This is an optimization exercise on Yosys and OpenROAD, whose aim is small area, not a production implementation. Only simulation tests tie the RTL to the original design; equivalence was not proved. Power is estimated from default activity; no workload was simulated.

==> flow/design.v, too long to show whole: its modules and the start of the top module <==
// module ssc_prn_step: 15 lines
// module ssc_fa: 4 lines
// module ssc_ha: 4 lines
// module ssc_tx_chan: 1099 lines
module ssc_tx_chan
#(
    parameter logic [15:0] BASE   = 16'h0800,
    parameter int          SIN_AW = 13
) (
    input  logic        clk,
    input  logic        rst,
    input  logic [31:0] addr,
    input  logic [31:0] Wdata,
    input  logic        write,
    input  logic        read,
    output logic [31:0] Rdata,
    input  logic        tick,
    output logic [15:0] DAC,
    output logic        pushDAC,
    output logic        epoch
);
  // ...
==> flow/flow/run.sh <==
#!/bin/bash
set -euo pipefail
export REMOVE_ABC_BUFFERS=1
export BUFFER_PORTS_ARGS="-buffer_cell sky130_fd_sc_hd__buf_1"
export CTS_ARGS="-sink_clustering_enable -repair_clock_nets -dont_use_dummy_load -buf_list {sky130_fd_sc_hd__clkbuf_8} -sink_clustering_size 14 -sink_clustering_max_diameter 60"
bash standard.sh > standard.log 2>&1
==> flow/standard.sh <==
#!/bin/bash
# synth_recipe.tcl (not shown) runs the flow's synth.tcl, then flattens the netlist and writes it again
# the make line also repeats each setting of config.mk as NAME=value (left out here)
make -C /OpenROAD-flow-scripts/flow DESIGN_CONFIG=/design/flow/config.mk WORK_HOME=/design/flow/orfs CLKGATE_MAP_FILE= SYNTH_SCRIPT=/design/flow/synth_recipe.tcl "${@:-finish}"
==> flow/config.mk <==
export PLATFORM = sky130hd
export DESIGN_NAME = ssc_tx_chan
export DESIGN_NICKNAME = ssc_tx_chan
export VERILOG_FILES = /design/flow/design.v
export SDC_FILE = /design/flow/constraint.sdc
export NUM_CORES = 4
export LEC_CHECK = 0
export ABC_AREA = 1
export CAP_MARGIN = 20
export CORE_MARGIN = 2
export CORE_UTILIZATION = 40
export GPL_TIMING_DRIVEN = 0
export SLEW_MARGIN = 20
export SYNTH_HIERARCHICAL = 1
==> flow/constraint.sdc <==
create_clock -name core_clock -period 9.0 [get_ports {clk}]
set_input_delay 1.8000 -clock core_clock [delete_from_list [all_inputs] [get_ports {clk}]]
set_output_delay 1.8000 -clock core_clock [all_outputs]
set_load 0.01 [all_outputs]
==> results.txt, run 1 <==
status complete, no violations; multi-input combinational area share 57.7%; post-route ant nets 0; Post-synth ARST share 89.8%; Hold Crit Depth 0; Synth Area in Compound Gates 15.5%; clk_buf instances 31; Simple-Gate Fraction of Synth Area 16.6%; first-pass GRT wire length 120 mm; # fillers 5663; total negative slack 0 ns; min-delay src n1_q; Comb power frac 45.1%; clock transition at the registers of the reported paths 0.09 ns; Tmin final 8.68 ns; cell family with most CP delay adder cells; number of global-route vias before repair 20400; largest class multi-input combinational cells; WL met1 32.4 mm; sw frac 38.6%; Buffers, non-clock 151; NonClk Buf Share 3.85%; Avg Cell Area, Syn 8.86 sq um; layer with the highest usage met2; TritonCTS Buffers 31; GRT Total Usage 25.8%; post-synthesis adder-cell area fraction 23.4%; Final Hold Fails 0; capture point of the worst path cph_q[31]; count of final setup violators 0; critical path startpoint category register
==> inputs of run 2 (changes only) <==
--- a/flow/design.v
+++ b/flow/design.v
@@ -281,23 +281,22 @@
     wire h_d98 = h_d96 & h_d78;
     assign chph_sum[30] = h_d80 ^ (h_d63 & h_d98);
     wire h_d100 = h_d98 & h_d80;
     assign chph_sum[31] = h_d82 ^ (h_d63 & h_d100);
     wire h_d102 = h_d100 & h_d82;
     wire h_d103 = h_d83 | (h_d63 & h_d102);
     assign prn_edge  = adv && chph_sum[31] && !chph_q[31];
     assign epoch_set = prn_edge && !wsel[5] && (prn_nxt == 14'h0001);
-    ssc_prn_step u_prn (
-        .hob_i   (prn_q[HOB_MSB -: HOB_W]),
-        .poly_i  (prn_q[POLY_MSB -: POLY_W]),
-        .state_i (prn_q[STATE_MSB:0]),
-        .state_o (prn_nxt),
-        .bit_o   (prn_bit)
-    );
+    logic [STATE_W-1:0] prn_mask;
+    always_comb begin
+        prn_mask = STATE_W'(1) << prn_q[HOB_MSB -: HOB_W];
+        prn_bit  = |(prn_q[STATE_MSB:0] & prn_mask);
+        prn_nxt  = ((prn_q[STATE_MSB:0] & ~prn_mask) << 1) ^ (prn_bit ? prn_q[POLY_MSB -: POLY_W] : '0);
+    end
     always_comb begin
         logic sa, ea;
         sa = 1'b1;
         ea = 1'b1;
         for (int k = 0; k < 32; k++) begin
             scnt_inc[k] = scnt_q[k] ^ (adv && sa);
             ecnt_inc[k] = ecnt_q[k] ^ (epoch_set && ea);
             sa = sa & scnt_q[k];
@@ -1066,60 +1065,68 @@
     ssc_fa u_g_m417 (.a(g_m371), .b(g_m370), .c(g_m416), .s(g_m417), .co(g_m418));
     wire g_m419, g_m420;
     ssc_fa u_g_m419 (.a(g_m373), .b(g_m372), .c(g_m418), .s(g_m419), .co(g_m420));
     wire g_m421, g_m422;
     ssc_fa u_g_m421 (.a(g_m375), .b(g_m374), .c(g_m420), .s(g_m421), .co(g_m422));
     wire g_m423, g_m424;
     ssc_fa u_g_m423 (.a(g_m377), .b(g_m376), .c(g_m422), .s(g_m423), .co(g_m424));
     wire g_m425, g_m426;
-    ssc_fa u_g_m425 (.a(g_m379), .b(g_m378), .c(g_m424), .s(g_m425), .co(g_m426));
+    ssc_ha u_g_m425 (.a(g_m379), .b(g_m378), .s(g_m425), .co(g_m426));
     wire g_m427, g_m428;
     ssc_fa u_g_m427 (.a(g_m381), .b(g_m380), .c(g_m426), .s(g_m427), .co(g_m428));
     wire g_m429, g_m430;
     ssc_fa u_g_m429 (.a(g_m383), .b(g_m382), .c(g_m428), .s(g_m429), .co(g_m430));
     wire g_m431, g_m432;
     ssc_fa u_g_m431 (.a(g_m385), .b(g_m384), .c(g_m430), .s(g_m431), .co(g_m432));
-    wire g_m433, g_m434;
-    ssc_ha u_g_m433 (.a(g_m387), .b(g_m386), .s(g_m433), .co(g_m434));
-    wire g_m435, g_m436;
-    ssc_fa u_g_m435 (.a(g_m389), .b(g_m388), .c(g_m434), .s(g_m435), .co(g_m436));
-    wire g_m437, g_m438;
-    ssc_fa u_g_m437 (.a(g_m391), .b(g_m390), .c(g_m436), .s(g_m437), .co(g_m438));
-    wire g_m439, g_m440;
-    ssc_fa u_g_m439 (.a(g_m393), .b(g_m392), .c(g_m438), .s(g_m439), .co(g_m440));
+    wire g_m433 = g_m425 ^ g_m424;
+    wire g_m434 = g_m427 ^ (g_m424 & g_m425);
+    wire g_m435 = g_m425 & g_m427;
+    wire g_m436 = g_m429 ^ (g_m424 & g_m435);
+    wire g_m437 = g_m435 & g_m429;
+    wire g_m438 = g_m431 ^ (g_m424 & g_m437);
+    wire g_m439 = g_m437 & g_m431;
+    wire g_m440 = g_m432 | (g_m424 & g_m439);
     wire g_m441, g_m442;
-    ssc_fa u_g_m441 (.a(g_m395), .b(g_m394), .c(g_m440), .s(g_m441), .co(g_m442));
+    ssc_ha u_g_m441 (.a(g_m387), .b(g_m386), .s(g_m441), .co(g_m442));
     wire g_m443, g_m444;
-    ssc_fa u_g_m443 (.a(g_m397), .b(g_m396), .c(g_m442), .s(g_m443), .co(g_m444));
+    ssc_fa u_g_m443 (.a(g_m389), .b(g_m388), .c(g_m442), .s(g_m443), .co(g_m444));
     wire g_m445, g_m446;
-    ssc_fa u_g_m445 (.a(g_m399), .b(g_m398), .c(g_m444), .s(g_m445), .co(g_m446));
+    ssc_fa u_g_m445 (.a(g_m391), .b(g_m390), .c(g_m444), .s(g_m445), .co(g_m446));
     wire g_m447, g_m448;
-    ssc_fa u_g_m447 (.a(g_m401), .b(g_m400), .c(g_m446), .s(g_m447), .co(g_m448));
-    wire g_m449, g_m450;
-    ssc_fa u_g_m449 (.a(g_m167), .b(g_m166), .c(g_m448), .s(g_m449), .co(g_m450));
-    wire g_m451 = g_m433 ^ g_m432;
-    wire g_m452 = g_m435 ^ (g_m432 & g_m433);
-    wire g_m453 = g_m433 & g_m435;
-    wire g_m454 = g_m437 ^ (g_m432 & g_m453);
-    wire g_m455 = g_m453 & g_m437;
-    wire g_m456 = g_m439 ^ (g_m432 & g_m455);
-    wire g_m457 = g_m455 & g_m439;
-    wire g_m458 = g_m441 ^ (g_m432 & g_m457);
-    wire g_m459 = g_m457 & g_m441;
-    wire g_m460 = g_m443 ^ (g_m432 & g_m459);
-    wire g_m461 = g_m459 & g_m443;
-    wire g_m462 = g_m445 ^ (g_m432 & g_m461);
-    wire g_m463 = g_m461 & g_m445;
-    wire g_m464 = g_m447 ^ (g_m432 & g_m463);
-    wire g_m465 = g_m463 & g_m447;
-    wire g_m466 = g_m449 ^ (g_m432 & g_m465);
-    wire g_m467 = g_m465 & g_m449;
-    wire g_m468 = g_m450 | (g_m432 & g_m467);
-    wire [16:0] g_q = {g_m466, g_m464, g_m462, g_m460, g_m458, g_m456, g_m454, g_m452, g_m451, g_m431, g_m429, g_m427, g_m425, g_m423, g_m421, g_m419, g_m417};
+    ssc_fa u_g_m447 (.a(g_m393), .b(g_m392), .c(g_m446), .s(g_m447), .co(g_m448));
+    wire g_m449 = g_m441 ^ g_m440;
+    wire g_m450 = g_m443 ^ (g_m440 & g_m441);
+    wire g_m451 = g_m441 & g_m443;
+    wire g_m452 = g_m445 ^ (g_m440 & g_m451);
+    wire g_m453 = g_m451 & g_m445;
+    wire g_m454 = g_m447 ^ (g_m440 & g_m453);
+    wire g_m455 = g_m453 & g_m447;
+    wire g_m456 = g_m448 | (g_m440 & g_m455);
+    wire g_m457, g_m458;
+    ssc_ha u_g_m457 (.a(g_m395), .b(g_m394), .s(g_m457), .co(g_m458));
+    wire g_m459, g_m460;
+    ssc_fa u_g_m459 (.a(g_m397), .b(g_m396), .c(g_m458), .s(g_m459), .co(g_m460));
+    wire g_m461, g_m462;
+    ssc_fa u_g_m461 (.a(g_m399), .b(g_m398), .c(g_m460), .s(g_m461), .co(g_m462));
+    wire g_m463, g_m464;
+    ssc_fa u_g_m463 (.a(g_m401), .b(g_m400), .c(g_m462), .s(g_m463), .co(g_m464));
+    wire g_m465, g_m466;
+    ssc_fa u_g_m465 (.a(g_m167), .b(g_m166), .c(g_m464), .s(g_m465), .co(g_m466));
+    wire g_m467 = g_m457 ^ g_m456;
+    wire g_m468 = g_m459 ^ (g_m456 & g_m457);
+    wire g_m469 = g_m457 & g_m459;
+    wire g_m470 = g_m461 ^ (g_m456 & g_m469);
+    wire g_m471 = g_m469 & g_m461;
+    wire g_m472 = g_m463 ^ (g_m456 & g_m471);
+    wire g_m473 = g_m471 & g_m463;
+    wire g_m474 = g_m465 ^ (g_m456 & g_m473);
+    wire g_m475 = g_m473 & g_m465;
+    wire g_m476 = g_m466 | (g_m456 & g_m475);
+    wire [16:0] g_q = {g_m474, g_m472, g_m470, g_m468, g_m467, g_m454, g_m452, g_m450, g_m449, g_m438, g_m436, g_m434, g_m433, g_m423, g_m421, g_m419, g_m417};
     wire g_pos_ov = ~g_q[16] & g_q[15];
     wire g_neg_ov = g_q[16] & ~g_q[15];
     wire g_neg_min = g_q[16] & g_q[15] & ~|g_q[14:1] & ~g_q[0];
     assign y2[15:1] = g_pos_ov ? 15'h3fff : g_neg_ov ? 15'h4000 : g_q[15:1];
     assign y2[0] = g_q[0] | g_pos_ov | g_neg_ov | g_neg_min;
     always_ff @(posedge clk or posedge rst) begin
         if (rst) begin
             vld_pipe <= '0;
==> flow/flow/run.sh (replaced) <==
#!/bin/bash
set -euo pipefail
export REMOVE_ABC_BUFFERS=1
export RECOVER_POWER=100
export BUFFER_PORTS_ARGS="-buffer_cell sky130_fd_sc_hd__buf_1"
export CTS_ARGS="-sink_clustering_enable -repair_clock_nets -dont_use_dummy_load -buf_list {sky130_fd_sc_hd__clkbuf_8} -sink_clustering_size 14 -sink_clustering_max_diameter 60"
bash standard.sh > standard.log 2>&1
==> run 2 against run 1 <==
  * The layout now fails its checks (max-capacitance violations, max-slew violations)
  * Clock skew shrank 0.017 ns
  * Critical path depth grew 2
  * Cell count shrank 2.0%
  * Worst setup slack improved by 0.0093 ns
  * Clock power down 2%
  * Clock-buffer cell count down 1
  * Combinational power shrank 76%
  * Worst hold slack improved by 0.010 ns
  * Non-clock buffer count down 35
  * Fmax rose by 0.11%
  * Critical endpoint unchanged
  * Largest cell class unchanged
  * Highest routed layer unchanged
==> results.txt, run 2 <==
fin crit share 96.4% (was 96.5%); RSZ-0062 raised after global routing no; CTS tree yes (unchanged); Cell Pwr Density 101 nW/um^2 (was 150 nW/um^2); cell family with most CP delay adder cells (unchanged); drt via density 5.86 (was 5.77); Max Root-Sink Buffers 3 (unchanged); DRT iter0 DRCs 2012 (was 1901); die extent in y 245 microns (was 246 microns); CP bufs+invs 6 (was 5); Critical Path AT 9.20 ns (was 9.19 ns); H-tree Lvls 1 (unchanged); Post-synth EDFFs 0 (unchanged); status failed layout checks (was complete, no violations); GRT Total Usage 25.1% (was 25.8%); final net count 2998 (was 3065); leakage 11.8 nW (was 11.4 nW); Post-synth ARST share 89.8% (unchanged); Hold Path Class reg -> reg (unchanged); SO Viols max-capacitance violations, max-slew violations; worst slew pin tran 4.18 ns (was 1.21 ns); CP Class reg -> reg (unchanged); max_cap viols 7 (was 0); cts hold-fix bufs 0 (unchanged); pin count of the biggest net entering global routing 99 (was 97); critical path startpoint category register (unchanged); Detailed Routing Iterations Pass 1 6 (unchanged); most frequent CP cell fa_1 (unchanged); Gate Count Post-Synth 2611 (was 2641); clock latency (worst-skew pair) 0.67 ns (was 0.69 ns); Synth area leaders dfrtp_1 (28%), fa_1 (20%), nand2_1 (7.3%) (was dfrtp_1 (28%), fa_1 (20%), nand2_1 (7.2%)); number of global-route vias before repair 20300 (was 20400); YS warnings 7 (was 8); total negative slack 0 ns (unchanged); Rows 88 (unchanged); TritonCTS Buffers 30 (was 31); Root Driver clkbuf_8 (unchanged); input/output buffers 102 (unchanged); Seq/Total Area, Yosys 30.9% (was 30.7%); Final Hold Fails 0 (unchanged); Placer Congestion 0.927 (was 0.930); Worst Clk Skew 0.103 ns (was 0.120 ns); Routed WL per cell 22.2 microns (was 22.4 microns); ys flop type dfrtp_1 (unchanged); Die Width 245 microns (was 246 microns); die area 60100 sq um (was 60400 sq um); Area growth syn-to-layout 6.63% (was 9.60%); Worst path slowest cell fa_1 (unchanged); Slew Limit Fails 451 (was 0); diode count 0 (unchanged); commonest non-fill, non-tap cells in the layout nand2_1 (452), inv_1 (268), dfrtp_1 (263) (was nand2_1 (437), inv_1 (278), dfrtp_1 (263)); Worst path max stage delay 0.43 ns (was 0.45 ns); cts repair resizes 0 (was 7); Core ar. 57600 sq um (was 57800 sq um); num ports 119 (unchanged); Hold Slack 0.335 ns (was 0.324 ns); initial antenna violation count 0 (was 1); clock transition at the registers of the reported paths 0.09 ns (about the same); FMAX 0.115 GHz (about the same); Synth top area share 28.3% (was 28.1%); GRT Residual Overflow 0 (unchanged); post-route ant nets 0 (unchanged); Unique masters post-synth 52 (was 51); count of final setup violators 0 (unchanged); detailed-route DRC error count 0 (unchanged); Critical Path Fanout Max 4 (unchanged); leading area contributor after synthesis dfrtp_1 (unchanged); top-count cell post-synth nand2_1 (unchanged); Initial Util 40.4% (was 40.5%); Cell Area, Synth 23300 sq um (was 23400 sq um); clock sinks 293 (unchanged); Final Routed Wirelength 75.3 mm (was 77.6 mm); Tmin final 8.67 ns (was 8.68 ns); setup bufs post-CTS 0 (unchanged); first-pass GRT wire length 118 mm (was 120 mm); Avg Cell Area, Syn 8.91 sq um (was 8.86 sq um); CP required 9.53 ns (was 9.51 ns); most frequent cells after synthesis nand2_1 (454), inv_1 (269), dfrtp_1 (263) (was nand2_1 (446), inv_1 (292), dfrtp_1 (263)); commonest non-fill, non-tap cell in the layout nand2_1 (unchanged); share of cells above drive strength 1 4.37% (was 8.01%); Vias 19900 (was 20000); peak supply drop 0.102 mV (was 0.275 mV); critical path endpoint category register (unchanged); Max-slew headroom -180% (was 19.0%); synthesized flop and latch total 293 (unchanged); Post-DP HPWL 54.9 mm (was 55.4 mm)
==> run 2: path summary, 6_finish.rpt <==
check / start / end / slack (ns) / cells after the start
min in group asynchronous: rst / chf_q[25] / 2.40 / 2
worst min register to register: n1_q / n2_q / 0.33 / 0
max in group asynchronous: rst / scnt_q[11] / 1.53 / 3
worst min-delay path: n1_q / n2_q / 0.33 / 0
worst max register to register: cph_q[0] / cph_q[31] / 0.33 / 38
worst max-delay path: cph_q[0] / cph_q[31] / 0.33 / 38
==> run 2: area by class of cell <==
cell class / count / area, sq um
Tap cell: 765 / 957
Clock buffer: 30 / 413
Sequential cell: 293 / 7180
Multi-Input combinational cell: 1888 / 14500
Inverter: 302 / 1140
Fill cell: 5675 / 32800
Timing Repair Buffer: 116 / 616
==> run 2: Yosys stat by module, one instance, submodules excluded <==
module	cells	times used
ssc_tx_chan	2327	1
ssc_fa	1	234
ssc_ha	1	50
==> run 2: cells by family after synthesis <==
kind of cell | synth area share, %
compound gates | 15.6
flops | 30.9
xor+xnor | 6.89
simple gates | 15.9
mux | 0.0484
fa+ha+maj | 23.6
buf+inv | 7.06
==> run 2: worst register-to-register path: cells and delay by family (launching register included) <==
kind | cells | cell delay [ns]
flip-flops | 1 | 0.41
XOR/XNOR | 1 | 0.07
AO/OA/AOI/OAI | 1 | 0.13
buffers and inverters | 6 | 0.44
AND/OR/NAND/NOR | 14 | 1.23
adder cells (fa/ha/maj) | 16 | 6.31
==> run 2: per-layer routing <==
layer / GRT usage (%) / share of wire [%]
met5: 0 / 0
met3: 3.61 / 7.2
met1: 33.7 / 42
met2: 41.4 / 47
met4: 9.00 / 3.7
==> run 2: where the power goes <==
| group | internal [mW] | switching [mW] | total (mW) |
|---|---|---|---|
| registers | 1.32 | 0.00433 | 1.32 |
| logic | 0.156 | 0.263 | 0.419 |
| clock network | 0.294 | 0.470 | 0.764 |
| total | 1.77 | 0.737 | 2.50 |
==> run 2: per-stage QoR <==
| step | cells | worst slack [ns] | power, mW | util [%] | cell area, sq um |
|---|---|---|---|---|---|
| floorplan | 2483 | -0.0402 | 1.65 | - | 22800 |
| global placement | 3350 | -3.81 | 1.76 | 41.8 | 24100 |
| detailed placement | 3364 | 0.0667 | 1.77 | 42.5 | 24500 |
| CTS | 3394 | 0.104 | 2.52 | 43.3 | 24900 |
| global route | 3394 | 0.00600 | 2.62 | 43.1 | 24800 |
| finish | 3394 | 0.327 | 2.50 | 43.1 | 24800 |
==> inputs of run 3 (changes only) <==
==> flow/flow/run.sh (replaced) <==
#!/bin/bash
set -euo pipefail
export REMOVE_ABC_BUFFERS=1
export BUFFER_PORTS_ARGS="-buffer_cell sky130_fd_sc_hd__buf_1"
export CTS_ARGS="-sink_clustering_enable -repair_clock_nets -dont_use_dummy_load -buf_list {sky130_fd_sc_hd__clkbuf_8} -sink_clustering_size 14 -sink_clustering_max_diameter 60"
bash standard.sh > standard.log 2>&1
==> run 3 against run 2 <==
  * Now clean on timing, DRC and antenna
  * Via count is essentially flat
  * Largest power group unchanged
  * First-iteration DRC count shrank 2.3%
  * Sequential power is essentially flat
  * Global-route usage is the same
  * Combinational power is essentially flat
  * Worst setup slack lost 0.0055 ns
  * Wire length shrank 0.16%
  * Non-clock buffer count is the same
  * Critical path depth is the same
  * Synthesized cell count is the same
  * Utilization grew 0.23 points
==> results.txt, run 3 <==
sw frac 29.4% (about the same); top-count cell post-synth nand2_1 (unchanged); Unique masters post-synth 52 (unchanged); beginning of the worst register-to-register path cph_q[0] (unchanged); clock latency (worst-skew pair) 0.66 ns (was 0.67 ns); DRT iter0 DRCs 1966 (was 2012); setup bufs post-CTS 0 (unchanged); Util after Layout 43.3% (was 43.1%); Max Root-Sink Buffers 3 (unchanged); clock power share 30.5% (about the same); Synth area leaders dfrtp_1 (28%), fa_1 (20%), nand2_1 (7.3%) (unchanged); most frequent CP cell fa_1 (unchanged); Simple-Gate Fraction of Synth Area 15.9% (unchanged); worst r2r path cells 38 (unchanged); Gate Count Post-Synth 2611 (unchanged); synthesized flop and latch total 293 (unchanged); pin count of the biggest net entering global routing 99 (unchanged); Worst path slowest cell fa_1 (unchanged); critical path endpoint category register (unchanged); most frequent cells after synthesis nand2_1 (454), inv_1 (269), dfrtp_1 (263) (unchanged); Max-slew headroom 21.9% (was -180%); flop2flop setup slack 0.32 ns (was 0.33 ns); post-route cell area 24900 sq um (was 24800 sq um); GRT Residual Overflow 0 (unchanged); critical path startpoint category register (unchanged); Synth top area share 28.3% (unchanged); Placement Cell Area 24500 sq um (unchanged); Int Pwr 1.77 mW (about the same); final net count 2998 (unchanged); Avg Cell Area, Syn 8.91 sq um (unchanged); commonest non-fill, non-tap cells in the layout nand2_1 (445), inv_1 (267), dfrtp_1 (263) (was nand2_1 (452), inv_1 (268), dfrtp_1 (263)); count of final setup violators 0 (unchanged); Comb power frac 16.8% (was 16.7%); Flop pwr share 52.7% (was 52.8%); Placed Instances 3364 (unchanged); Slew Limit Fails 0 (was 451); Post-synth ARST share 89.8% (unchanged); min-delay src n1_q (unchanged); ys flop type dfrtp_1 (unchanged); initial antenna violation count 0 (unchanged); Synth Area in Compound Gates 15.6% (unchanged); final setup margin 0.322 ns (was 0.327 ns); number of global-route vias before repair 20300 (unchanged); mux contribution to synthesized area 0.0484% (unchanged); Post-Synth XOR/XNOR Area 6.89% (unchanged); YS warnings 7 (unchanged); Post-Layout Cell Count 3394 (unchanged); GRT Total Usage 25.1% (unchanged); Final Routed Wirelength 75.2 mm (was 75.3 mm); Critical Path AT 9.20 ns (about the same); Tmin final 8.68 ns (was 8.67 ns); reg-to-reg critical path endpoint cph_q[31] (unchanged); main combinational cell family by area after synthesis adder cells (unchanged); first-pass GRT wire length 118 mm (unchanged); Routed WL per cell 22.2 microns (about the same); input/output buffers 102 (unchanged); Worst path max stage delay 0.43 ns (about the same); TritonCTS Buffers 30 (unchanged); CP Class reg -> reg (unchanged); Die Width 245 microns (unchanged); total power 2.51 mW (was 2.50 mW); Hold Path Class reg -> reg (unchanged); Post-DP HPWL 54.9 mm (unchanged); Placer Congestion 0.927 (unchanged); max_cap viols 0 (was 7); Initial Util 40.4% (unchanged); Final Hold Fails 0 (unchanged); die area 60100 sq um (unchanged); CTS tree yes (unchanged); die extent in y 245 microns (unchanged); leading area contributor after synthesis dfrtp_1 (unchanged); CP required 9.52 ns (was 9.53 ns); Rows 88 (unchanged); clock transition at the registers of the reported paths 0.09 ns (about the same); Core ar. 57600 sq um (unchanged); H-tree Lvls 1 (unchanged); status complete, no violations (was failed layout checks); Critical Path Fanout Max 4 (unchanged); detailed-route DRC error count 0 (unchanged); Psw 736 uW (was 737 uW); fin crit share 96.4% (about the same); drt via density 5.86 (about the same); Area growth syn-to-layout 7.19% (was 6.63%); Hold Slack 0.334 ns (was 0.335 ns); worst hold endpoint n2_q (unchanged); Worst Clk Skew 0.0957 ns (was 0.103 ns); Root Driver clkbuf_8 (unchanged); RSZ-0062 raised after global routing no (unchanged); commonest non-fill, non-tap cell in the layout nand2_1 (unchanged); Post-synth EDFFs 0 (unchanged); clock sinks 293 (unchanged); peak supply drop 0.101 mV (was 0.102 mV); Hold Crit Depth 0 (unchanged); post-synthesis adder-cell area fraction 23.6% (unchanged); Vias 19900 (about the same); Cell Area, Synth 23300 sq um (unchanged); diode count 0 (unchanged); Post-Place Setup Slack 0.0667 ns (unchanged); total negative slack 0 ns (unchanged); leakage 11.9 nW (was 11.8 nW); post-route ant nets 0 (unchanged); share of cells above drive strength 1 5.17% (was 4.37%); num ports 119 (unchanged); FMAX 0.115 GHz (about the same); Seq/Total Area, Yosys 30.9% (unchanged); worst slew pin tran 1.17 ns (was 4.18 ns); Cell Pwr Density 101 nW/um^2 (about the same); Detailed Routing Iterations Pass 1 6 (unchanged)
-- run 3: cell counts after synthesis --
Identical to the previous run, type by type.
-- run 3: how the worst max path moves through the flow --
stage          cells past startpoint    endpoint  startpoint
3_5_place_dp                      30  ecnt_q[29]    chf_q[0]
5_1_grt                           31  ecnt_q[31]    chf_q[0]
4_1_cts                           31  ecnt_q[31]    chf_q[0]
2_1_floorplan                      1    amp_q[0]         rst
6_report                          38   cph_q[31]    cph_q[0]
3_3_place_gp                       2    dac_q[3]         rst
-- run 3: timing repair --
action	in CTS	in global routing
hold endpoints to repair	0	0
setup endpoints to repair	0	10
hold buffers	0	0
resized for setup	0	4
-- run 3: power groups by stage --
stage	Sequential, mW	Clock (mW)	Combinational (mW)
finish	1.32	0.763	0.422
global route	1.32	0.824	0.480
CTS	1.32	0.778	0.425
detailed placement	1.35	0	0.421
global placement	1.35	0	0.407
floorplan	1.35	0	0.300
-- run 3: modules after synthesis, one instance, submodules excluded --
module | copies in the design | flops+latches
ssc_fa | 234 | 0
ssc_tx_chan | 1 | 293
ssc_ha | 50 | 0
-- run 3: area by class of cell --
cell class                 count  area [sq um]
inverter                     302          1140
timing repair buffer         116           681
multi-input combinational   1888         14600
clock buffer                  30           413
fill                        5657         32700
sequential                   293          7180
tap                          765           957
-- run 3: critical path: cells and delay by family, from the launching register on --
| family | cells | cell delay, ns |
|---|---|---|
| flip-flops | 1 | 0.42 |
| adder cells (fa/ha/maj) | 16 | 6.30 |
| AND/OR/NAND/NOR | 14 | 1.23 |
| AO/OA/AOI/OAI | 1 | 0.12 |
| buffers and inverters | 6 | 0.43 |
| XOR/XNOR | 1 | 0.07 |
-- run 3: routing by layer --
metal  track usage [%]  wire, microns
met4              9.00           2850
met3              3.61           5410
met1              33.7          31500
met2              41.4          35400
met5                 0              0
-- run 3: kinds of logic after synthesis --
kind of cell	after synthesis
xor+xnor	182
simple gates	851
compound gates	556
flops	293
buf+inv	430
mux	1
fa+ha+maj	298
==> inputs of run 4 (changes only) <==
--- a/flow/config.mk
+++ b/flow/config.mk
@@ -6,9 +6,9 @@
 export NUM_CORES = 4
 export LEC_CHECK = 0
 export ABC_AREA = 1
-export CAP_MARGIN = 20
+export CAP_MARGIN = 10
 export CORE_MARGIN = 2
 export CORE_UTILIZATION = 40
 export GPL_TIMING_DRIVEN = 0
-export SLEW_MARGIN = 20
+export SLEW_MARGIN = 10
 export SYNTH_HIERARCHICAL = 1
==> run 4 against run 3 <==
  * Via count fell by 0.50%
  * Still clean on timing, DRC and antenna
  * Fmax barely moved
  * Sequential power barely moved
==> results.txt, run 4 <==
status complete, no violations (unchanged); Cell Pwr Density 101 nW/um^2 (about the same); Placer Congestion 0.927 (unchanged); Hold Path Class reg -> reg (unchanged); worst r2r path cells 38 (unchanged); clock transition at the registers of the reported paths 0.09 ns (about the same); Synth top area share 28.3% (unchanged); CP Launch Point cph_q[0] (unchanged); Vias 19800 (was 19900); Util after Layout 43.3% (about the same); Slew Limit Fails 0 (unchanged); most frequent CP cell fa_1 (unchanged); setup bufs post-CTS 0 (unchanged); commonest non-fill, non-tap cell in the layout nand2_1 (unchanged); Critical Path AT 9.21 ns (was 9.20 ns); Max-slew headroom 14.0% (was 21.9%); leakage 11.9 nW (about the same); critical path endpoint category register (unchanged); die extent in y 245 microns (unchanged); Worst path max stage delay 0.45 ns (was 0.43 ns); Post-DP HPWL 55.1 mm (was 54.9 mm); Placed Instances 3366 (was 3364); number of global-route vias before repair 20300 (about the same); max_cap viols 0 (unchanged); clock sinks 293 (unchanged); TritonCTS Buffers 31 (was 30); critical path startpoint category register (unchanged); clock latency (worst-skew pair) 0.70 ns (was 0.66 ns); Die Width 245 microns (unchanged); Worst Clk Skew 0.145 ns (was 0.0957 ns); first-pass GRT wire length 117 mm (was 118 mm); Avg Cell Area, Syn 8.91 sq um (unchanged); Synth area leaders dfrtp_1 (28%), fa_1 (20%), nand2_1 (7.3%) (unchanged); H-tree Lvls 1 (unchanged); count of final setup violators 0 (unchanged); capture point of the worst path cph_q[31] (unchanged); flop2flop setup slack 0.32 ns (about the same); FMAX 0.115 GHz (about the same); DRT iter0 DRCs 1962 (was 1966); Post-Layout Cell Count 3398 (was 3394); RSZ-0062 raised after global routing no (unchanged); YS warnings 7 (unchanged); Gate Count Post-Synth 2611 (unchanged); synthesized flop and latch total 293 (unchanged); fin crit share 96.4% (about the same); drt via density 5.82 (was 5.86); final net count 3001 (was 2998); CP Class reg -> reg (unchanged); Routed WL per cell 22.1 microns (was 22.2 microns); worst slew pin tran 1.29 ns (was 1.17 ns); GRT Total Usage 25.0% (was 25.1%); num ports 119 (unchanged); Cell Area, Synth 23300 sq um (unchanged); reg-to-reg critical path endpoint cph_q[31] (unchanged); Final Routed Wirelength 75.0 mm (was 75.2 mm); peak supply drop 0.0973 mV (was 0.101 mV); ys flop type dfrtp_1 (unchanged); Core ar. 57600 sq um (unchanged); initial antenna violation count 2 (was 0); CTS tree yes (unchanged); most frequent cells after synthesis nand2_1 (454), inv_1 (269), dfrtp_1 (263) (unchanged); die area 60100 sq um (unchanged); CP required 9.53 ns (was 9.52 ns); Unique masters post-synth 52 (unchanged); Post-synth ARST share 89.8% (unchanged); pin count of the biggest net entering global routing 114 (was 99); Area growth syn-to-layout 7.30% (was 7.19%); detailed-route DRC error count 0 (unchanged); beginning of the worst register-to-register path cph_q[0] (unchanged); share of cells above drive strength 1 5.05% (was 5.17%); Rows 88 (unchanged); Worst path slowest cell fa_1 (unchanged); Detailed Routing Iterations Pass 1 6 (unchanged); Critical Path Fanout Max 4 (unchanged); total negative slack 0 ns (unchanged); Root Driver clkbuf_8 (unchanged); Max Root-Sink Buffers 3 (unchanged); Tmin final 8.68 ns (about the same); Hold Slack 0.335 ns (was 0.334 ns); top-count cell post-synth nand2_1 (unchanged); Post-synth EDFFs 0 (unchanged); Initial Util 40.4% (unchanged); input/output buffers 102 (unchanged); commonest non-fill, non-tap cells in the layout nand2_1 (447), inv_1 (268), dfrtp_1 (263) (was nand2_1 (445), inv_1 (267), dfrtp_1 (263)); post-route ant nets 0 (unchanged); Final Hold Fails 0 (unchanged); leading area contributor after synthesis dfrtp_1 (unchanged); GRT Residual Overflow 0 (unchanged); Seq/Total Area, Yosys 30.9% (unchanged)
==> run 4: worst min-delay path by stage <==
stage	slack, ns	end	from	depth (start not counted)
4_1_cts	0.34	n2_q	n1_q	0
5_1_grt	0.35	n2_q	n1_q	0
2_1_floorplan	0.31	n2_q	n1_q	0
3_5_place_dp	0.32	n2_q	n1_q	0
3_3_place_gp	0.31	n2_q	n1_q	0
6_report	0.33	n2_q	n1_q	0
==> run 4: metrics by stage <==
stage / power [mW] / setup slack, ns / instance area [sq um]
final: 2.51 / 0.321 / 25000
after global routing: 2.64 / 0.0359 / 25000
after CTS: 2.54 / 0.137 / 24900
after detailed placement: 1.77 / 0.0643 / 24500
after global placement: 1.76 / -3.81 / 24100
after floorplan: 1.65 / -0.0402 / 22800
==> run 4: repair_timing <==
item	CTS	global route
setup endpoints to repair	0	9
hold buffers	0	0
gates resized for setup	0	3
==> run 4: per-module statistics from Yosys, one instance, submodules excluded <==
| module | cell area (sq um) | cells |
|---|---|---|
| ssc_fa | 20.0 | 1 |
| ssc_ha | 12.5 | 1 |
| ssc_tx_chan | 17900 | 2327 |
==> run 4: power by group <==
| group | switching (mW) | total, mW | internal (mW) | leakage, nW |
|---|---|---|---|---|
| combinational | 0.259 | 0.417 | 0.158 | 8.15 |
| clock | 0.473 | 0.776 | 0.303 | 0.223 |
| sequential | 0.00448 | 1.32 | 1.32 | 3.51 |
| total | 0.737 | 2.51 | 1.78 | 11.9 |
==> run 4: layer usage <==
layer  part of all wire (%)  GRT usage (%)  vias up
met5                      0              0        -
met4                    3.4           8.68        0
met3                    7.5           4.45      162
met2                     48           41.7      842
met1                     41           32.8     9937
li1                       -              -     8835
==> run 4: logic make-up (layout without fill, tap and decap cells) <==
logic type                 Yosys count  count (layout)  synth area share [%]
buffers and inverters              430             451                  7.06
xor gates and xnor gates           182             182                  6.89
adders and majority gates          298             298                  23.6
other                                0               1                     0
AOI/OAI and AO/OA                  556             556                  15.6
and+or+nand+nor                    851             851                  15.9
muxes                                1               1                0.0484
DFF                                293             293                  30.9
==> run 4: area by class of cell <==
class	count	area (sq um)
fillers	5636	32600
multi-input cells	1888	14500
flip-flops and latches	293	7180
inverters	302	1140
well taps	765	957
repair buffers	118	713
clock buffers	31	427
diodes	1	2.50
==> run 4: worst max-delay path, delay by kind of cell, from the launching register on <==
family	cells	cell delay (ns)
fa+ha+maj	16	6.37
xor+xnor	1	0.07
simple gates	14	1.24
compound gates	1	0.10
buf+inv	6	0.44
flops	1	0.41
==> inputs of run 5 (changes only) <==
==> flow/flow/run.sh (replaced) <==
#!/bin/bash
set -euo pipefail
export REMOVE_ABC_BUFFERS=1
export RECOVER_POWER=100
export BUFFER_PORTS_ARGS="-buffer_cell sky130_fd_sc_hd__buf_1"
export CTS_ARGS="-sink_clustering_enable -repair_clock_nets -dont_use_dummy_load -buf_list {sky130_fd_sc_hd__clkbuf_8} -sink_clustering_size 16 -sink_clustering_max_diameter 60"
bash standard.sh > standard.log 2>&1
--- a/flow/config.mk
+++ b/flow/config.mk
@@ -6,9 +6,9 @@
 export NUM_CORES = 4
 export LEC_CHECK = 0
 export ABC_AREA = 1
-export CAP_MARGIN = 10
+export CAP_MARGIN = 20
 export CORE_MARGIN = 2
 export CORE_UTILIZATION = 40
 export GPL_TIMING_DRIVEN = 0
-export SLEW_MARGIN = 10
+export SLEW_MARGIN = 20
 export SYNTH_HIERARCHICAL = 1
==> run 5 against run 4 <==
  * Now fails the layout checks on max-capacitance violations, max-slew violations
  * Sequential power hardly changed
  * Flip-flop and latch count stayed put
  * Synthesized cell count stayed put
  * Critical endpoint unchanged
==> results.txt, run 5 <==
Placer Congestion 0.927 (unchanged); Post-synth ARST share 89.8% (unchanged); Unique masters post-synth 52 (unchanged); final setup margin 0.325 ns (was 0.321 ns); clock transition at the registers of the reported paths 0.09 ns (about the same); H-tree Lvls 1 (unchanged); Slew Limit Fails 451 (was 0); worst r2r path cells 38 (unchanged); Routed WL per cell 22.1 microns (about the same); num ports 119 (unchanged); YS warnings 7 (unchanged); Die Width 245 microns (unchanged); Synth area leaders dfrtp_1 (28%), fa_1 (20%), nand2_1 (7.3%) (unchanged); leakage 11.8 nW (was 11.9 nW); beginning of the worst register-to-register path cph_q[0] (unchanged); CP Launch Point cph_q[0] (unchanged); post-route cell area 24800 sq um (was 25000 sq um); clock latency (worst-skew pair) 0.67 ns (was 0.70 ns); Post-Layout Cell Count 3394 (was 3398); metal3 WL 5.43 mm (was 5.62 mm); Critical Path AT 9.20 ns (was 9.21 ns); Final Routed Wirelength 75.0 mm (about the same); CTS tree yes (unchanged); Area growth syn-to-layout 6.63% (was 7.30%); min-delay src n1_q (unchanged); drt via density 5.83 (was 5.82); status failed layout checks (was complete, no violations); Int Pwr 1.77 mW (was 1.78 mW); diode count 0 (was 1); Rows 88 (unchanged); Worst path max stage delay 0.43 ns (was 0.45 ns); Cell Pwr Density 101 nW/um^2 (about the same); initial antenna violation count 0 (was 2); clock sinks 293 (unchanged); CP bufs+invs 6 (unchanged); peak supply drop 0.0825 mV (was 0.0973 mV); commonest non-fill, non-tap cell in the layout nand2_1 (unchanged); Vias 19800 (about the same); Max Root-Sink Buffers 3 (unchanged); first-pass GRT wire length 118 mm (was 117 mm); Placement Cell Area 24500 sq um (about the same); Worst path slowest cell fa_1 (unchanged); FMAX 0.115 GHz (about the same); setup bufs post-CTS 0 (unchanged); commonest non-fill, non-tap cells in the layout nand2_1 (452), inv_1 (268), dfrtp_1 (263) (was nand2_1 (447), inv_1 (268), dfrtp_1 (263)); flop2flop setup slack 0.32 ns (about the same); clock power share 30.4% (was 30.9%); top-count cell post-synth nand2_1 (unchanged); Seq/Total Area, Yosys 30.9% (unchanged); Gate Count Post-Synth 2611 (unchanged); share of cells above drive strength 1 4.37% (was 5.05%); Max-slew headroom -181% (was 14.0%); number of global-route vias before repair 20300 (about the same); Critical Path Fanout Max 4 (unchanged); SO Viols max-capacitance violations, max-slew violations; Placed Instances 3364 (was 3366); Post-DP HPWL 54.9 mm (was 55.1 mm); GRT Total Usage 25.1% (was 25.0%); Avg Cell Area, Syn 8.91 sq um (unchanged); ys flop type dfrtp_1 (unchanged); Detailed Routing Iterations Pass 1 6 (unchanged); Final Hold Fails 0 (unchanged); most frequent CP cell fa_1 (unchanged); Hold Crit Depth 0 (unchanged); DRT iter0 DRCs 2004 (was 1962); Hold Slack 0.334 ns (was 0.335 ns); Initial Util 40.4% (unchanged); Util after Layout 43.1% (was 43.3%); reg-to-reg critical path endpoint cph_q[31] (unchanged); max_cap viols 7 (was 0); Worst Clk Skew 0.105 ns (was 0.145 ns); count of final setup violators 0 (unchanged); Top Layer Used met4 (unchanged); leading area contributor after synthesis dfrtp_1 (unchanged); metal2 WL 35.4 mm (was 35.8 mm); most frequent cells after synthesis nand2_1 (454), inv_1 (269), dfrtp_1 (263) (unchanged); pin count of the biggest net entering global routing 99 (was 114); die area 60100 sq um (unchanged); Tmin final 8.68 ns (about the same); worst hold endpoint n2_q (unchanged); detailed-route DRC error count 0 (unchanged); total negative slack 0 ns (unchanged); Psw 732 uW (was 737 uW); Comb power frac 16.7% (was 16.6%); TritonCTS Buffers 30 (was 31); critical path endpoint category register (unchanged); RSZ-0062 raised after global routing no (unchanged); Synth top area share 28.3% (unchanged); fin crit share 96.4% (about the same); worst slew pin tran 4.20 ns (was 1.29 ns); Flop pwr share 52.9% (was 52.5%); Root Driver clkbuf_8 (unchanged); GRT Residual Overflow 0 (unchanged); final net count 2998 (was 3001); post-route ant nets 0 (unchanged); Cell Area, Synth 23300 sq um (unchanged); critical path startpoint category register (unchanged); Post-synth EDFFs 0 (unchanged); cell family with most CP delay adder cells (unchanged); WL met1 31.4 mm (was 31.0 mm); CP Class reg -> reg (unchanged); total power 2.50 mW (was 2.51 mW); Post-Place Setup Slack 0.0667 ns (was 0.0643 ns); CP required 9.52 ns (was 9.53 ns); sw frac 29.3% (about the same); Hold Path Class reg -> reg (unchanged); die extent in y 245 microns (unchanged); Core ar. 57600 sq um (unchanged); input/output buffers 102 (unchanged); synthesized flop and latch total 293 (unchanged)
-- run 5: worst max path at each step --
| stage | slack, ns | cells after the start | to |
|---|---|---|---|
| 6_report | 0.32 | 38 | cph_q[31] |
| 5_1_grt | 0.008 | 31 | ecnt_q[31] |
| 4_1_cts | 0.10 | 31 | ecnt_q[31] |
| 3_5_place_dp | 0.07 | 30 | ecnt_q[29] |
| 3_3_place_gp | -3.81 | 2 | dac_q[3] |
| 2_1_floorplan | -0.04 | 1 | amp_q[0] |
-- run 5: logic make-up after synthesis --
kind of cell / after synthesis / share of synthesized area [%]
flops: 293 / 30.9
fa+ha+maj: 298 / 23.6
xor+xnor: 182 / 6.89
simple gates: 851 / 15.9
compound gates: 556 / 15.6
mux: 1 / 0.0484
buf+inv: 430 / 7.06
-- run 5: Yosys stat by module, one instance, submodules excluded --
module,copies in the design,cells inside,cell area (sq um)
ssc_fa,234,1,20.0
ssc_ha,50,1,12.5
ssc_tx_chan,1,2327,17900
-- run 5: what timing repair did --
action / CTS / global route
hold buffers: 0 / 0
endpoints found under the setup margin: 0 / 10
gates resized for setup: 0 / 4
-- run 5: routing by layer --
| metal | vias to the layer above | GRT usage (%) |
|---|---|---|
| met5 | - | 0 |
| met4 | 0 | 8.97 |
| met3 | 157 | 3.61 |
| met2 | 826 | 41.3 |
| met1 | 9978 | 33.7 |
| li1 | 8827 | - |
-- run 5: worst register-to-register path: cells and delay by family, from the launching register on --
kind | cells | cell delay, ns
xor gates and xnor gates | 1 | 0.06
adders and majority gates | 16 | 6.30
DFF | 1 | 0.42
buffers and inverters | 6 | 0.45
AOI/OAI and AO/OA | 1 | 0.13
and+or+nand+nor | 14 | 1.23
-- run 5: layout make-up --
| class | instances | area, sq um |
|---|---|---|
| Fill cell | 5677 | 32800 |
| Multi-Input combinational cell | 1888 | 14500 |
| Sequential cell | 293 | 7180 |
| Inverter | 302 | 1140 |
| Tap cell | 765 | 957 |
| Timing Repair Buffer | 116 | 616 |
| Clock buffer | 30 | 413 |
-- run 5: power by group through the flow --
stage          Combinational, mW  Clock [mW]  Sequential [mW]
2_1_floorplan              0.300           0             1.35
3_3_place_gp               0.407           0             1.35
3_5_place_dp               0.421           0             1.35
4_1_cts                    0.425       0.778             1.32
5_1_grt                    0.476       0.825             1.32
6_report                   0.418       0.760             1.32

## static timing again, ports no longer ideal
How much do the figures lean on ideal ports? The routed layouts below were timed once more, with nothing changed but the port constraints. Step 1 sets driving cells, clkbuf_16 on the clock port and buf_2 on the other inputs (assumed; they add their load-dependent delay and slew). Step 2 moves the port delays by t, midway between the first and last clock arrival at a register: inputs arrive t later, outputs are due t later. That takes back most of the time a late clock gives input paths. Three values: ideal ports, drivers, drivers and shift; two values: the first two.
| run | shift t [ns] | setup slack, ns | worst setup path after step 2 | pins driven straight from the clock port |
|---|---|---|---|---|
| run 1 | 0.682 | 0.318 / 0.318 / 0.318 | register to register | 1 |
| run 2 | 0.677 | 0.327 / 0.327 / 0.327 | register to register | 1 |
| run 3 | 0.672 | 0.322 / 0.322 / 0.322 | register to register | 1 |
| run 4 | 0.681 | 0.321 / 0.321 / 0.321 | register to register | 1 |
| run 5 | 0.674 | 0.325 / 0.325 / 0.325 | register to register | 1 |
